Context: an optimization exercise on an open-source flow, tuned for a short achievable clock period and few clock cycles. The choices shown serve that exercise and are no tape-out recipe.
In this exercise RTL edits were held to simulation tests only and were not proved equivalent to the original.
In every run shown here, the design's own scripts or RTL, not TritonCTS, make the clock network.
No driver is modelled on the clock port, so clock power and skew are understated where the tree is cut down; a real chip needs a root buffer or a tree.
Power is estimated from default activity; no workload was simulated.

==> design/flow/design.v <==
package lsu_pkg;
  typedef logic [31:0] word_t;
  typedef logic [3:0] byte_en_t;
  typedef enum logic [2:0] {
    OP_LB  = 3'd0,
    OP_LH  = 3'd1,
    OP_LW  = 3'd2,
    OP_LBU = 3'd3,
    OP_LHU = 3'd4,
    OP_SB  = 3'd5,
    OP_SH  = 3'd6,
    OP_SW  = 3'd7
  } mem_op_e;
  localparam int REQ_DEPTH = 4;
  localparam int RSP_CREDITS = 2;
  localparam int LD_LIMIT = 8;
  localparam int RSP_DEPTH = LD_LIMIT + REQ_DEPTH;
  localparam int DMEM_WORDS = 64;
  localparam int DMEM_AW    = 6;
endpackage
`timescale 1ns/1ps
module lsu_request_queue (
  input  logic        clk,
  input  logic        nrst,
  input  logic        req_valid,
  input  logic [2:0]  req_op,
  input  logic [31:0] req_addr,
  input  logic [31:0] req_wdata,
  input  logic        rsp_sent,
  output logic        in_ld,
  output logic        in_st,
  output logic [2:0]  in_op,
  output logic [7:0]  in_addr,
  output logic [7:0]  in_whi,
  output logic [7:0]  in_wlo,
  output logic [3:0]  in_be,
  output logic [31:0] in_wdata,
  output logic        in_sb,
  output logic        in_sh,
  output logic        req_credit
);
  localparam int QD = lsu_pkg::REQ_DEPTH;
  localparam int LL = lsu_pkg::LD_LIMIT;
  logic [QD-1:0] pq_ld;
  logic [QD:0]   pq_fill;
  logic [LL:0]   cul;
  logic          room;
  logic in_valid;
  logic head_v;
  logic head_ld;
  logic give;
  logic give_ld;
  logic req_ld;
  logic [3:0] be;
  always_comb begin
    case (req_op)
      lsu_pkg::OP_SB: be = 4'b0001 << req_addr[1:0];
      lsu_pkg::OP_SH: be = req_addr[1] ? 4'b1100 : 4'b0011;
      default:        be = 4'b1111;
    endcase
  end
  assign req_ld = (req_op <= 3'd4);
  always_ff @(posedge clk) begin
    in_op    <= req_op;
    in_addr  <= req_addr[7:0];
    in_wdata <= req_wdata;
    in_sb    <= (req_op == lsu_pkg::OP_SB);
    in_sh    <= (req_op == lsu_pkg::OP_SH);
    in_be    <= be;
    for (int i = 0; i < 8; i++) begin
      in_wlo[i] <= (req_addr[4:2] == i[2:0]);
    end
  end
  always_ff @(posedge clk) begin
    if (!nrst) begin
      in_ld  <= 1'b0;
      in_st  <= 1'b0;
      in_whi <= '0;
    end else begin
      in_ld  <= req_valid && req_ld;
      in_st  <= req_valid && !req_ld;
      for (int i = 0; i < 8; i++) begin
        in_whi[i] <= req_valid && !req_ld && (req_addr[7:5] == i[2:0]);
      end
    end
  end
  assign in_valid = in_ld || in_st;
  assign head_v   = !pq_fill[0] || in_valid;
  assign head_ld  = pq_fill[0] ? in_ld : pq_ld[0];
  assign give     = head_v && (!head_ld || room);
  assign give_ld  = give && head_ld;
  always_ff @(posedge clk) begin
    if (!nrst) begin
      req_credit <= 1'b0;
      pq_fill    <= {{QD{1'b0}}, 1'b1};
      cul        <= {{LL{1'b0}}, 1'b1};
      room       <= 1'b1;
    end else begin
      req_credit <= give;
      case ({in_valid, give})
        2'b10:   pq_fill <= {pq_fill[QD-1:0], 1'b0};
        2'b01:   pq_fill <= {1'b0, pq_fill[QD:1]};
        default: pq_fill <= pq_fill;
      endcase
      case ({give_ld, rsp_sent})
        2'b10: begin
          cul  <= {cul[LL-1:0], 1'b0};
          room <= !cul[LL-1];
        end
        2'b01: begin
          cul  <= {1'b0, cul[LL:1]};
          room <= 1'b1;
        end
        default: begin
          cul  <= cul;
          room <= room;
        end
      endcase
    end
  end
  always_ff @(posedge clk) begin
    for (int i = 0; i < QD; i++) begin
      if (in_valid && (give ? pq_fill[i+1] : pq_fill[i])) begin
        pq_ld[i] <= in_ld;
      end else if (give) begin
        pq_ld[i] <= (i + 1 < QD) ? pq_ld[(i + 1) % QD] : 1'b0;
      end
    end
  end
endmodule
`timescale 1ns/1ps
module lsu_mem_stage (
  input  logic        clk,
  input  logic        nrst,
  input  logic        in_ld,
  input  logic [2:0]  in_op,
  input  logic [7:0]  in_addr,
  input  logic [7:0]  in_whi,
  input  logic [7:0]  in_wlo,
  input  logic [3:0]  in_be,
  input  logic [31:0] in_wdata,
  input  logic        in_sb,
  input  logic        in_sh,
  output logic        ld_valid,
  output logic [31:0] ld_word,
  output logic [1:0]  ld_lane,
  output logic        ld_w,
  output logic        ld_h,
  output logic        ld_sx
);
  logic [lsu_pkg::DMEM_WORDS-1:0][31:0] dmem;
  logic [15:0][31:0] s1_grp;
  logic        s1_ld;
  logic [3:0]  s1_gsel;
  logic [1:0]  s1_lane;
  logic        s1_w, s1_h, s1_sx;
  logic [31:0] wdata_al;
  always_comb begin
    if (in_sb) begin
      wdata_al = {4{in_wdata[7:0]}};
    end else if (in_sh) begin
      wdata_al = {2{in_wdata[15:0]}};
    end else begin
      wdata_al = in_wdata;
    end
  end
  always_ff @(posedge clk) begin
    for (int w = 0; w < lsu_pkg::DMEM_WORDS; w++) begin
      for (int b = 0; b < 4; b++) begin
        if (in_whi[w/8] && in_wlo[w%8] && in_be[b]) begin
          dmem[w][b*8 +: 8] <= wdata_al[b*8 +: 8];
        end
      end
    end
  end
  always_ff @(posedge clk) begin
    for (int g = 0; g < 16; g++) begin
      s1_grp[g] <= dmem[{g[3:0], in_addr[3:2]}];
    end
    s1_gsel <= in_addr[7:4];
    s1_lane <= in_addr[1:0];
    s1_w    <= (in_op == lsu_pkg::OP_LW);
    s1_h    <= (in_op == lsu_pkg::OP_LH) || (in_op == lsu_pkg::OP_LHU);
    s1_sx   <= (in_op == lsu_pkg::OP_LB) || (in_op == lsu_pkg::OP_LH);
  end
  always_ff @(posedge clk) begin
    ld_word <= s1_grp[s1_gsel];
    ld_lane <= s1_lane;
    ld_w    <= s1_w;
    ld_h    <= s1_h;
    ld_sx   <= s1_sx;
  end
  always_ff @(posedge clk) begin
    if (!nrst) begin
      s1_ld    <= 1'b0;
      ld_valid <= 1'b0;
    end else begin
      s1_ld    <= in_ld;
      ld_valid <= s1_ld;
    end
  end
endmodule
`timescale 1ns/1ps
module lsu_load_return (
  input  logic        clk,
  input  logic        nrst,
  input  logic        ld_valid,
  input  logic [31:0] ld_word,
  input  logic [1:0]  ld_lane,
  input  logic        ld_w,
  input  logic        ld_h,
  input  logic        ld_sx,
  input  logic        rsp_credit,
  output logic        rsp_sent,
  output logic        rsp_valid,
  output logic [31:0] rsp_data
);
  localparam int D = lsu_pkg::RSP_DEPTH;
  logic [D-1:0][31:0] slot;
  logic [D-1:0][31:0] slot_nx;
  logic [D:0]         fpos;
  logic [1:0]         rcred;
  logic [1:0]         rcred_nx;
  logic               push;
  logic               pop;
  logic               any_nx;
  logic               cred_nx;
  logic               any_q;
  logic               cred_q;
  logic [7:0]  lane_byte;
  logic [15:0] lane_half;
  logic        sign;
  logic [31:0] ld_ext;
  assign lane_byte = ld_word[ld_lane*8 +: 8];
  assign lane_half = ld_lane[1] ? ld_word[31:16] : ld_word[15:0];
  assign sign      = ld_sx && (ld_h ? lane_half[15] : lane_byte[7]);
  always_comb begin
    if (ld_w) begin
      ld_ext = ld_word;
    end else if (ld_h) begin
      ld_ext = {{16{sign}}, lane_half};
    end else begin
      ld_ext = {{24{sign}}, lane_byte};
    end
  end
  assign push = ld_valid;
  assign pop      = any_q && cred_q;
  assign rsp_sent = pop;
  always_comb begin
    for (int i = 0; i < D; i++) begin
      if (push && (pop ? fpos[i+1] : fpos[i])) begin
        slot_nx[i] = ld_ext;
      end else if (pop) begin
        slot_nx[i] = (i + 1 < D) ? slot[(i + 1) % D] : slot[i];
      end else begin
        slot_nx[i] = slot[i];
      end
    end
  end
  always_ff @(posedge clk) begin
    slot <= slot_nx;
  end
  always_ff @(posedge clk) begin
    if (fpos[0] || (push && (pop ? fpos[1] : fpos[0]))) begin
      rsp_data <= ld_ext;
    end else if (pop) begin
      rsp_data <= slot[1];
    end else begin
      rsp_data <= slot[0];
    end
  end
  assign rcred_nx = rcred - {1'b0, pop} + {1'b0, rsp_credit};
  assign any_nx   = push || !(fpos[0] || (fpos[1] && pop));
  assign cred_nx  = (rcred_nx != 2'd0);
  always_ff @(posedge clk) begin
    if (!nrst) begin
      fpos      <= {{D{1'b0}}, 1'b1};
      rcred     <= lsu_pkg::RSP_CREDITS[1:0];
      rsp_valid <= 1'b0;
      any_q     <= 1'b0;
      cred_q    <= 1'b1;
    end else begin
      case ({push, pop})
        2'b10:   fpos <= {fpos[D-1:0], 1'b0};
        2'b01:   fpos <= {1'b0, fpos[D:1]};
        default: fpos <= fpos;
      endcase
      rcred     <= rcred_nx;
      rsp_valid <= any_nx && cred_nx;
      any_q     <= any_nx;
      cred_q    <= cred_nx;
    end
  end
endmodule
`timescale 1ns/1ps
module lsu_top (
  input  logic             clk,
  input  logic             nrst,
  input  logic             req_valid,
  input  logic [2:0]       req_op,
  input  logic [31:0]      req_addr,
  input  logic [31:0]      req_wdata,
  input  logic             rsp_credit,
  output logic             req_credit,
  output logic             rsp_valid,
  output logic [31:0]      rsp_data
);
  logic        in_ld;
  logic        in_st;
  logic [2:0]  in_op;
  logic [7:0]  in_addr;
  logic [7:0]  in_whi;
  logic [7:0]  in_wlo;
  logic [3:0]  in_be;
  logic [31:0] in_wdata;
  logic        in_sb;
  logic        in_sh;
  logic        ld_valid;
  logic [31:0] ld_word;
  logic [1:0]  ld_lane;
  logic        ld_w;
  logic        ld_h;
  logic        ld_sx;
  logic        rsp_sent;
  lsu_request_queue u_request_queue (
    .clk        (clk),
    .nrst       (nrst),
    .req_valid  (req_valid),
    .req_op     (req_op),
    .req_addr   (req_addr),
    .req_wdata  (req_wdata),
    .rsp_sent   (rsp_sent),
    .in_ld      (in_ld),
    .in_st      (in_st),
    .in_op      (in_op),
    .in_addr    (in_addr),
    .in_whi     (in_whi),
    .in_wlo     (in_wlo),
    .in_be      (in_be),
    .in_wdata   (in_wdata),
    .in_sb      (in_sb),
    .in_sh      (in_sh),
    .req_credit (req_credit)
  );
  lsu_mem_stage u_mem_stage (
    .clk        (clk),
    .nrst       (nrst),
    .in_ld      (in_ld),
    .in_op      (in_op),
    .in_addr    (in_addr),
    .in_whi     (in_whi),
    .in_wlo     (in_wlo),
    .in_be      (in_be),
    .in_wdata   (in_wdata),
    .in_sb      (in_sb),
    .in_sh      (in_sh),
    .ld_valid   (ld_valid),
    .ld_word    (ld_word),
    .ld_lane    (ld_lane),
    .ld_w       (ld_w),
    .ld_h       (ld_h),
    .ld_sx      (ld_sx)
  );
  lsu_load_return u_load_return (
    .clk        (clk),
    .nrst       (nrst),
    .ld_valid   (ld_valid),
    .ld_word    (ld_word),
    .ld_lane    (ld_lane),
    .ld_w       (ld_w),
    .ld_h       (ld_h),
    .ld_sx      (ld_sx),
    .rsp_credit (rsp_credit),
    .rsp_sent   (rsp_sent),
    .rsp_valid  (rsp_valid),
    .rsp_data   (rsp_data)
  );
endmodule
==> design/flow/flow/run.sh <==
#!/bin/bash
# Standard layout, except the clock tree: flow/mytree.tcl replaces
# clock_tree_synthesis with a shallow balanced tree (clock port -> 4 root
# inverters -> mid inverters -> leaf buffers -> clusters of ~24 flip-flops;
# two inversions, so every flip-flop sees the clock's own rising edge).
set -euo pipefail
WORK=$(pwd)
export PRE_CTS_TCL=$WORK/flow/mytree.tcl
export CTSX_LEAF_N=24
export CTSX_MID_N=8
export CTSX_ROOT_BUF=sky130_fd_sc_hd__clkinv_16
export CTSX_MID_BUF=sky130_fd_sc_hd__clkinv_8
export CTSX_LEAF_BUF=sky130_fd_sc_hd__clkbuf_16
export MAX_REPAIR_ANTENNAS_ITER_DRT=12
bash standard.sh finish > "$WORK/standard_flow.log" 2>&1
==> design/flow/flow/mytree.tcl <==
# Balanced clock tree: the clock port feeds 4 root cells, each root feeds mid
# cells, each mid feeds leaf cells, each leaf a cluster of flip-flops.
# Sourced as PRE_CTS_TCL; replaces clock_tree_synthesis.

proc ctsx_bisect {pts maxn} {
  if {[llength $pts] <= $maxn} { return [list $pts] }
  set xs {}; set ys {}
  foreach p $pts { lappend xs [lindex $p 0]; lappend ys [lindex $p 1] }
  set xs [lsort -integer $xs]; set ys [lsort -integer $ys]
  set dx [expr {[lindex $xs end] - [lindex $xs 0]}]
  set dy [expr {[lindex $ys end] - [lindex $ys 0]}]
  set k [expr {$dx >= $dy ? 0 : 1}]
  set s [lsort -integer -index $k $pts]
  set h [expr {[llength $s] / 2}]
  return [concat [ctsx_bisect [lrange $s 0 [expr {$h - 1}]] $maxn] \
                 [ctsx_bisect [lrange $s $h end] $maxn]]
}

proc ctsx_centroid {pts} {
  set sx 0; set sy 0
  foreach p $pts { set sx [expr {$sx + [lindex $p 0]}]; set sy [expr {$sy + [lindex $p 1]}] }
  set n [llength $pts]
  return [list [expr {$sx / $n}] [expr {$sy / $n}]]
}

proc ctsx_place {inst xy} {
  set m [$inst getMaster]
  set x [expr {[lindex $xy 0] - [$m getWidth] / 2}]
  set y [expr {[lindex $xy 1] - [$m getHeight] / 2}]
  $inst setLocation $x $y
  $inst setPlacementStatus PLACED
}

proc ctsx_out {inst} {
  foreach it [$inst getITerms] {
    if {[$it isOutputSignal]} { return $it }
  }
  error "no output on [$inst getName]"
}

proc ctsx_build {} {
  set db [ord::get_db]
  set block [ord::get_db_block]
  set leafn [expr {[info exists ::env(CTSX_LEAF_N)] ? $::env(CTSX_LEAF_N) : 24}]
  set nroot [expr {[info exists ::env(CTSX_NROOT)] ? $::env(CTSX_NROOT) : 4}]
  set leafm [$db findMaster [expr {[info exists ::env(CTSX_LEAF_BUF)] ? $::env(CTSX_LEAF_BUF) : "sky130_fd_sc_hd__clkbuf_16"}]]
  set rootm [$db findMaster [expr {[info exists ::env(CTSX_ROOT_BUF)] ? $::env(CTSX_ROOT_BUF) : "sky130_fd_sc_hd__clkbuf_16"}]]
  set clk [$block findNet clk]
  set sinks {}
  foreach it [$clk getITerms] {
    set bb [[$it getInst] getBBox]
    lappend sinks [list [expr {([$bb xMin] + [$bb xMax]) / 2}] [expr {([$bb yMin] + [$bb yMax]) / 2}] $it]
  }
  puts "ctsx: [llength $sinks] sinks"
  set clusters [ctsx_bisect $sinks $leafn]
  set leaves {}
  set i 0
  foreach c $clusters {
    set inst [odb::dbInst_create $block $leafm "ctsx_leaf_$i"]
    set net [odb::dbNet_create $block "ctsx_leafnet_$i"]
    $net setSigType CLOCK
    [ctsx_out $inst] connect $net
    foreach p $c {
      set it [lindex $p 2]
      $it disconnect
      $it connect $net
    }
    set xy [ctsx_centroid $c]
    ctsx_place $inst $xy
    lappend leaves [list [lindex $xy 0] [lindex $xy 1] [$inst findITerm A]]
    incr i
  }
  puts "ctsx: $i leaf buffers"
  set midn [expr {[info exists ::env(CTSX_MID_N)] ? $::env(CTSX_MID_N) : 0}]
  if {$midn > 0} {
    set midm [$db findMaster [expr {[info exists ::env(CTSX_MID_BUF)] ? $::env(CTSX_MID_BUF) : "sky130_fd_sc_hd__clkbuf_16"}]]
    set mgroups [ctsx_bisect $leaves $midn]
    set mids {}
    set k 0
    foreach g $mgroups {
      set inst [odb::dbInst_create $block $midm "ctsx_mid_$k"]
      set net [odb::dbNet_create $block "ctsx_midnet_$k"]
      $net setSigType CLOCK
      [ctsx_out $inst] connect $net
      foreach p $g { [lindex $p 2] connect $net }
      set xy [ctsx_centroid $g]
      ctsx_place $inst $xy
      lappend mids [list [lindex $xy 0] [lindex $xy 1] [$inst findITerm A]]
      incr k
    }
    puts "ctsx: $k mid buffers"
    set leaves $mids
  }
  set per [expr {int(ceil(double([llength $leaves]) / $nroot))}]
  set groups [ctsx_bisect $leaves $per]
  set j 0
  foreach g $groups {
    set inst [odb::dbInst_create $block $rootm "ctsx_root_$j"]
    set net [odb::dbNet_create $block "ctsx_rootnet_$j"]
    $net setSigType CLOCK
    [ctsx_out $inst] connect $net
    foreach p $g { [lindex $p 2] connect $net }
    ctsx_place $inst [ctsx_centroid $g]
    [$inst findITerm A] connect $clk
    incr j
  }
  $clk setSigType CLOCK
  puts "ctsx: $j root buffers"
}

ctsx_build
set_propagated_clock [all_clocks]
proc clock_tree_synthesis {args} { puts "ctsx: clock_tree_synthesis skipped" }
proc repair_clock_inverters {args} { puts "ctsx: repair_clock_inverters skipped" }
==> design/flow/standard.sh <==
#!/bin/bash
# synth_recipe.tcl (not shown) runs the flow's synth.tcl, then flattens the netlist and writes it again
# the make line also repeats each setting of config.mk as NAME=value (left out here)
make -C /OpenROAD-flow-scripts/flow DESIGN_CONFIG=/design/flow/config.mk WORK_HOME=/design/flow/orfs CLKGATE_MAP_FILE= SYNTH_SCRIPT=/design/flow/synth_recipe.tcl "${@:-finish}"
==> design/flow/config.mk <==
export PLATFORM = sky130hd
export DESIGN_NAME = lsu_top
export DESIGN_NICKNAME = lsu_top
export VERILOG_FILES = /design/flow/design.v
export SDC_FILE = /design/flow/constraint.sdc
export NUM_CORES = 4
export LEC_CHECK = 0
export ABC_CLOCK_PERIOD_IN_PS = 1950
export CAP_MARGIN = 20
export CORE_MARGIN = 2
export CORE_UTILIZATION = 40
export SETUP_SLACK_MARGIN = 3.55
export SLEW_MARGIN = 20
==> design/flow/constraint.sdc <==
create_clock -name core_clock -period 5.5 [get_ports {clk}]
set_input_delay 1.1000 -clock core_clock [delete_from_list [all_inputs] [get_ports {clk}]]
set_output_delay 1.1000 -clock core_clock [all_outputs]
set_load 0.01 [all_outputs]
==> results by group, run 1 <==
Die
  • Die area: roughly 280,000 um2
  • Chip height: approximately 530 um
  • Num rows: between 150 and 200
  • I/O pins: 105
  • Core Box Area: 277,000 um2
  • Initial Utilization: around 40%
  • Die Width: between 500 and 600 um

Clock tree
  • Worst skew pair latency: about 500 ps
  • Clock Pin Slew Worst Setup and Hold Paths: 90 ps
  • CTS Hold Bufs: 0

Setup path
  • Crit-path max FO: 1
  • Reg2Reg Setup Slack: 3470 ps
  • CP delay by family, top: flip-flops
  • CP cell instances: buf_6
  • Worst EP required: approximately 4400 ps
  • Slowest CP cell: dfxtp_2
  • CP peak stage delay: about 340 ps
  • CP Data Arrival Time: around 940 ps
  • WS Path Type: reg2out
  • Critical Path Start Type: flip-flop
  • CP bufs+invs: 1
  • Nature of the critical path endpoint: output port

Cells and area
  • Final Util: between 40% and 50%
  • Design Area, Final: between 100,000 and 150,000 um2
  • Final nets: ~5,900
  • Layout area overhead: 12.3%
  • Fraction of layout cells with a size suffix above 1: about a quarter
  • FILL cells: 23,051

Yosys
  • Syn Nets: ~5,700
  • Yosys warnings: 3
  • FF+latch count, synth: about 3,100
  • Post-synth EDFFs: between 2,000 and 2,500
  • FFs w/ async S/R, synth: 0%
  • Post-Syn Area: 112,000 um2
  • Post-Syn Instances: between 5,000 and 6,000
  • Sequential share of the synthesized area: 77.7%
  • Post-synthesis average cell area: between 15 and 20 um2
  • Unique cell type count in the Yosys netlist: 51
  • Main flop type after synthesis: edfxtp_1

Global routing
  • Initial antenna violation count: 17
  • First-pass GRT wire length: ~360 mm
  • Grt ovf: 0
  • GRT Util Overall: 16.9%
  • Vias in the first global route: roughly 52,000
  • Largest net degree at the start of global routing: 94

Pwr
  • Leak: 0.0418 uW
  • VDD IR-drop max: between 200 and 300 uV
  • Pwr/cell area: 343 nW/um2
  • Total net switching power: 9520 uW
  • Sequential fraction of design power: approximately three fifths
  • Cell-internal power: around 33,000 uW
  • Logic gate share of total power: 6.5%
  • Clock power share: between 30 and 40%
  • Switch share: 22.2%

Place
  • Final HPWL DP: ~140 mm
  • Placement Setup Slack: between 2000 and 2500 ps
  • GPL Wtd Cong: about 0.77
  • Post-DP Area: between 100,000 and 150,000 um2
  • Port bufs: 80

Drt
  • Vias per inst: between 5 and 6
  • DR vias: between 50,000 and 60,000
  • First-pass DRT Iterations: 7
  • DR DRC count: 0
  • WL final: around 250 mm
  • Drt wl/cell: between 20 and 30 um
  • First DRT Iteration DRCs: approximately 5,600
  • DRT antenna net count: 0

Timing
  • Final Cycle Share: between 30% and 40%
  • Clk_skew: ~70 ps
  • Worst-Margin Slew: around 800 ps
  • Setup ws final: about 3500 ps
  • Rel. slew slack: a little under half
  • Setup Viol. Count Final: 0
  • Fmax: 0.489 GHz
  • Min Tclk post-route: around 2000 ps
  • Fin. max-slew vios: 0
  • Hold Vio Cnt, Final: 0
  • Setup TNS: 0 ps
  • RSZ-0062 raised after global routing: true

Status
  • Status: complete, no violations

Job
  • Max-Cap Viols: 0

Min path
  • Hold Crit Class: reg2reg
final timing paths:
| check | from | endpoint | cells after the start |
|---|---|---|---|
| worst max-delay path | u_load_return.rsp_valid | rsp_valid | 1 |
| worst min-delay path | u_request_queue.in_addr[0] | u_mem_stage.s1_lane[0] | 0 |
| worst max register to register | u_mem_stage.s1_gsel[0] | u_mem_stage.ld_word[3] | 5 |
| worst min register to register | u_request_queue.in_addr[0] | u_mem_stage.s1_lane[0] | 0 |
registers in the layout (all words and copies together), names as in the netlist, 3 cells and up:
| signal | count |
|---|---|
| u_mem_stage.dmem | 2048 |
| u_mem_stage.s1_grp | 512 |
| u_load_return.slot | 384 |
| u_load_return.rsp_data | 32 |
| u_mem_stage.ld_word | 32 |
| u_request_queue.in_wdata | 32 |
| u_load_return.fpos | 13 |
| u_request_queue.cul | 9 |
| u_request_queue.in_addr | 8 |
| u_request_queue.in_whi | 8 |
| u_request_queue.in_wlo | 8 |
| u_request_queue.pq_fill | 5 |
| u_mem_stage.s1_gsel | 4 |
| u_request_queue.in_be | 4 |
| u_request_queue.pq_ld | 4 |
| u_request_queue.in_op | 3 |
synthesized netlist by cell type (4+ instances only):
master	number	area (um2)
a22oi_1	82	616
o22ai_1	8	50.1
nor2_1	149	559
o21ai_2	7	61.3
dfxtp_1	725	14500
edfxtp_1	2404	72200
o21a_1	12	90.1
o21ai_1	19	95.1
nand2b_1	5	31.3
mux2i_1	95	951
nor3_1	4	20.0
nand2_1	336	1260
mux4_2	640	14400
a31oi_1	96	601
o211ai_1	4	30.0
a21o_1	4	30.0
nor2b_1	6	37.5
inv_1	41	154
nor3b_1	6	45.0
o21ai_0	256	1280
buf_1	32	120
o31ai_1	11	82.6
a21oi_1	29	145
a21boi_0	13	97.6
mux2_2	20	225
buf_6	10	113
clkbuf_1	202	758
buf_2	128	641
and2_1	6	37.5
a22oi_4	10	213
and3_1	276	1730
buf_4	6	45.0
layer usage:
layer | vias up | part of all wire, % | track usage [%]
met5 | - | 0 | 0
met4 | 0 | 2.4 | 3.47
met2 | 1551 | 49 | 28.5
met1 | 27625 | 43 | 24.0
met3 | 326 | 5.8 | 1.88
li1 | 22693 | - | -
worst reg2reg max path, stage by stage, from the launching register on:
cell and delay [ps]:
dfxtp_4 460, buf_12 190, buf_12 190, mux4_2 590, a22oi_2 310, nand2_2 150
layout by cell type (no fill, tap or decap), types with 22 or more instances in the layout:
| cell | count |
|---|---|
| a21oi_1 | 26 |
| a22oi_1 | 32 |
| a22oi_2 | 50 |
| a31oi_1 | 96 |
| and3_1 | 262 |
| buf_12 | 45 |
| buf_16 | 22 |
| buf_2 | 23 |
| buf_4 | 101 |
| buf_6 | 59 |
| clkbuf_16 | 195 |
| clkdlybuf4s50_1 | 40 |
| clkinv_8 | 32 |
| dfxtp_1 | 677 |
| dfxtp_2 | 34 |
| edfxtp_1 | 2404 |
| inv_1 | 38 |
| mux2i_1 | 94 |
| mux4_2 | 640 |
| nand2_1 | 305 |
| nor2_1 | 142 |
| o21ai_0 | 229 |
| o21ai_4 | 33 |
power by group through the flow:
stage | clock network, uW | logic [uW] | registers, uW
after floorplan | 0 | 1560 | 26800
after global placement | 0 | 2370 | 27000
after detailed placement | 0 | 2440 | 27000
after CTS | 14000 | 2690 | 26400
after global routing | 14900 | 3020 | 26500
final | 13700 | 2810 | 26400
area by class of cell:
class / instances / area, um2 / area share (%)
inverters: 78 / 813 / 0.649
multi-input cells: 2137 / 24300 / 19.4
repair buffers: 323 / 4020 / 3.21
plain buffers: 185 / 4630 / 3.70
repair inverters: 1 / 7.51 / 0.00599
diodes: 11 / 27.5 / 0.0220
flip-flops and latches: 3129 / 86800 / 69.3
well taps: 3705 / 4640 / 3.70
through the flow:
| step | power (uW) | cells | hold slack (ps) |
|---|---|---|---|
| 3_5_place_dp | 29400 | 9188 | 312 |
| 3_3_place_gp | 29300 | 9187 | 311 |
| 2_1_floorplan | 28300 | 5673 | 310 |
| 5_1_grt | 44300 | 9558 | 318 |
| 6_report | 43000 | 9569 | 308 |
| 4_1_cts | 43100 | 9495 | 306 |
logic make-up after synthesis:
| group | after synthesis | synth area share (%) |
|---|---|---|
| flops | 3129 | 77.7 |
| simple gates | 801 | 3.42 |
| mux | 758 | 14.0 |
| compound gates | 558 | 3.11 |
| buf+inv | 421 | 1.66 |
| xor+xnor | 3 | 0.0236 |
| fa+ha+maj | 3 | 0.0337 |
timing repair:
action | CTS | global route
setup buffers | 71 | 44
endpoints found under the setup margin | 4926 | 1141
cloned | 15 | 19
gates resized for setup | 390 | 103
pin swaps | 43 | 24
Testbench counts, summed over its fixed seeds: cycles 6,440.
==> run 2, diff against run 1 <==
--- a/design/flow/flow/run.sh
+++ b/design/flow/flow/run.sh
@@ -9,7 +9,7 @@
 export CTSX_LEAF_N=24
 export CTSX_MID_N=8
 export CTSX_ROOT_BUF=sky130_fd_sc_hd__clkinv_16
-export CTSX_MID_BUF=sky130_fd_sc_hd__clkinv_8
+export CTSX_MID_BUF=sky130_fd_sc_hd__clkinv_4
 export CTSX_LEAF_BUF=sky130_fd_sc_hd__clkbuf_16
 export MAX_REPAIR_ANTENNAS_ITER_DRT=12
 bash standard.sh finish > "$WORK/standard_flow.log" 2>&1
==> results by group, run 2 <==
Status
  • Status: complete, no violations

Setup path
  • CP startpoint: u_load_return.rsp_valid
  • Reg2Reg Setup Slack: 3470 ps (about the same)
  • CP Depth: 1 (unchanged)
  • Nature of the critical path endpoint: output port
  • Slowest CP cell: dfxtp_2
  • CP delay by family, top: flip-flops
  • CP Data Arrival Time: 950 ps (about the same)
  • Worst setup path endpoint: rsp_valid
  • Worst EP required: 4400 ps (about the same)
  • CP bufs+invs: 1 (unchanged)
  • Reg2reg end: u_mem_stage.ld_word[22]
  • CP cell instances: buf_6
  • Worst r2r src: u_mem_stage.s1_gsel[0]
  • CP peak stage delay: 340 ps (about the same)
  • WS Path Type: reg2out
  • Crit-path max FO: 1 (unchanged)
  • Reg2Reg Depth: 5 (unchanged)
  • Critical Path Start Type: flip-flop

Yosys
  • Largest cells by area after synthesis: edfxtp_1 (65%), dfxtp_1 (13%), mux4_2 (13%)
  • Post-synth top cells: edfxtp_1 (2,404), dfxtp_1 (725), mux4_2 (640)
  • Post-synth EDFFs: 2,404 (unchanged)
  • Post-Syn Instances: 5,673 (unchanged)
  • Post-Syn Area: 112,000 um2 (unchanged)
  • Main flop type after synthesis: edfxtp_1
  • Sequential share of the synthesized area: 77.7% (unchanged)
  • FFs w/ async S/R, synth: 0% (unchanged)
  • FF+latch count, synth: 3,129 (unchanged)
  • Unique cell type count in the Yosys netlist: 51 (unchanged)
  • Post-synth top area share: 64.7% (unchanged)
  • Yosys warnings: 3 (unchanged)
  • Post-synthesis average cell area: 19.7 um2 (unchanged)
  • Syn Nets: 5,747 (unchanged)
  • Cell with the most instances after synthesis: edfxtp_1
  • Cell taking the most area after synthesis: edfxtp_1

Timing
  • Final Cycle Share: 37.4% (+0.17 points)
  • Fmax: 0.487 GHz (-0.47%)
  • Rel. slew slack: 45.2% (-1.5 points)
  • Min Tclk post-route: 2050 ps (+9.57 ps)
  • Fin. max-slew vios: 0 (unchanged)
  • RSZ-0062 raised after global routing: true
  • Hold Vio Cnt, Final: 0 (unchanged)
  • Setup Viol. Count Final: 0 (unchanged)
  • Worst-Margin Slew: 822 ps (+23.2 ps)
  • Clk_skew: 74.0 ps (+3.47 ps)
  • Setup TNS: 0 ps (unchanged)

Drt
  • First DRT Iteration DRCs: 5,478 (-2.6%)
  • DR DRC count: 0 (unchanged)
  • DRT met1 WL: 105 mm (-1.2%)
  • Drt wl/cell: 26.2 um (-0.32%)
  • Vias per inst: 5.47 (+0.21%)
  • First-pass DRT Iterations: 5 (-2)
  • DR top layer: met4
  • DRT antenna net count: 0 (unchanged)
  • DR vias: 52,196 (+0.0019%)
  • WL final: 250 mm (-0.53%)
  • DR WL met3: 15.3 mm (+5.0%)
  • Met2 WL: 123 mm (-0.31%)

Cells and area
  • Biggest register: u_mem_stage.dmem
  • Top Registers: u_mem_stage.dmem (2048), u_mem_stage.s1_grp (512), u_load_return.slot (384)
  • Fraction of layout cells with a size suffix above 1: 23.7% (-0.41 points)
  • Max reg flops: 2,048 (unchanged)
  • Final nets: 5,916 (-0.22%)
  • Final Util: 45.0% (-0.21 points)
  • Layout area overhead: 11.8%
  • Most common cell after layout, fill and taps aside: edfxtp_1
  • Most frequent cells in the layout: edfxtp_1 (2,404), dfxtp_1 (677), mux4_2 (640), nand2_1 (307), and3_1 (267)

Global routing
  • First-pass GRT wire length: 359 mm (-0.20%)
  • Initial antenna violation count: 18 (+1)
  • Grt ovf: 0 (unchanged)
  • Vias in the first global route: 51,813 (-0.073%)
  • Largest net degree at the start of global routing: 94 (unchanged)
  • GRT Util Overall: 16.9% (-0.049 points)

Die
  • Die area: 283,000 um2 (unchanged)
  • Core Box Area: 277,000 um2 (unchanged)
  • I/O pins: 105 (unchanged)
  • Initial Utilization: 40.3% (unchanged)
  • Num rows: 193 (unchanged)
  • Chip height: 532 um (unchanged)
  • Die Width: 532 um (unchanged)

Pwr
  • VDD IR-drop max: 266 uV (-11%)
  • Leak: 0.0416 uW (-0.55%)
  • Pwr/cell area: 341 nW/um2 (-0.44%)

Clock tree
  • CTS Hold Bufs: 0 (unchanged)
  • Clock Pin Slew Worst Setup and Hold Paths: 90 ps (about the same)
  • Worst skew pair latency: 490 ps (about the same)

Min path
  • Hold Crit Class: reg2reg

Place
  • GPL Wtd Cong: 0.769 (unchanged)
  • Final HPWL DP: 139 mm (unchanged)
  • Port bufs: 80 (unchanged)

Job
  • Max-Cap Viols: 0 (unchanged)
==> run 2: cell count changes in the layout (fill, tap and decap cells not counted), moves of 3 or more <==
cell      before  now
clkinv_8      32    0
nand2_2       15   18
nand2_4       11    5
buf_12        45   42
buf_6         59   54
a22oi_1       32   43
and3_1       262  267
a22oi_2       50   39
and3_2        14    8
buf_4        101  104
clkinv_4       1   33
diode_2       11    4
o21ai_0      229  232
==> run 2: final cells by class <==
class                      count  area [um2]
timing repair inverter         1        7.51
multi-input combinational   2134       24200
fill                       23144      152000
buffer                       185        4630
tap                         3705        4640
antenna                        4        10.0
sequential                  3129       86800
inverter                      78         573
timing repair buffer         313        3830
==> run 2: cells by family after synthesis <==
logic type               after synthesis  synth area share [%]
AND/OR/NAND/NOR                      801                  3.42
XOR/XNOR                               3                0.0236
multiplexers                         758                  14.0
AO/OA/AOI/OAI                        558                  3.11
adder cells (fa/ha/maj)                3                0.0337
buffers and inverters                421                  1.66
flip-flops                          3129                  77.7
==> run 2: layer usage <==
metal | GRT usage (%) | vias up
li1 | - | 22644
met1 | 23.9 | 27608
met2 | 28.3 | 1618
met3 | 1.83 | 326
met4 | 3.54 | 0
met5 | 0 | -
==> run 2: worst min-delay path by stage <==
| stage | start | to | slack, ps | depth (start not counted) |
|---|---|---|---|---|
| 2_1_floorplan | u_mem_stage.s1_h | u_mem_stage.ld_h | 310 | 0 |
| 3_3_place_gp | u_request_queue.in_addr[5] | u_mem_stage.s1_gsel[1] | 310 | 0 |
| 4_1_cts | u_request_queue.in_addr[0] | u_mem_stage.s1_lane[0] | 300 | 0 |
| 6_report | u_request_queue.in_addr[0] | u_mem_stage.s1_lane[0] | 310 | 0 |
| 3_5_place_dp | u_request_queue.in_addr[5] | u_mem_stage.s1_gsel[1] | 310 | 0 |
| 5_1_grt | u_request_queue.in_addr[0] | u_mem_stage.s1_lane[0] | 310 | 0 |
==> run 2: repair_timing <==
action | 4_1_cts | 5_1_grt
setup endpoints to repair | 4925 | 1138
pin swaps | 25 | 34
setup buffers | 54 | 54
gates resized for setup | 371 | 90
cloned | 13 | 15
==> run 2: per-stage QoR <==
stage | power [uW] | cell area, um2 | instances | hold slack [ps] | setup slack, ps
global route | 44000 | 125000 | 9545 | 315 | 3390
detailed placement | 29400 | 117000 | 9188 | 312 | 2290
floorplan | 28300 | 112000 | 5673 | 310 | 3290
global placement | 29300 | 117000 | 9187 | 311 | 2420
CTS | 42800 | 123000 | 9476 | 300 | 3400
finish | 42600 | 125000 | 9549 | 307 | 3450
==> run 2: power by group <==
part | total (uW) | internal (uW) | leakage, uW | switching (uW)
registers | 26400 | 26100 | 0.0276 | 340
clock network | 13400 | 6090 | 0.00246 | 7290
logic | 2780 | 1120 | 0.0115 | 1660
total | 42600 | 33300 | 0.0416 | 9290

-- what the ideal ports hide --
In the flow no input, the clock included, has a driving cell. The finished layouts below were timed again as built, in two steps. Step 1 assumes that a clkbuf_16 drives the clock port and a buf_2 every other input. Step 2 adds t to the input delays and takes it off the output delays; t is the mean of the earliest and latest rising clock arrival at the registers after step 1. Input paths then give back, and output paths get back, about the clock's delay inside the block. Three values: ideal ports, drivers, drivers and shift; two values: the first two.
| run | shift t [ns] | setup slack, ns | cell pins on the clock port's net |
|---|---|---|---|
| run 1 | 0.778 | 3.455 / 3.136 / 2.992 | 4 |
| run 2 | 0.780 | 3.446 / 3.127 / 3.026 | 4 |
After both steps setup and hold are still met in every run listed. The setup slack of run 1, which loses most, moves by -0.319 ns with the drivers and by -0.463 ns with both steps.
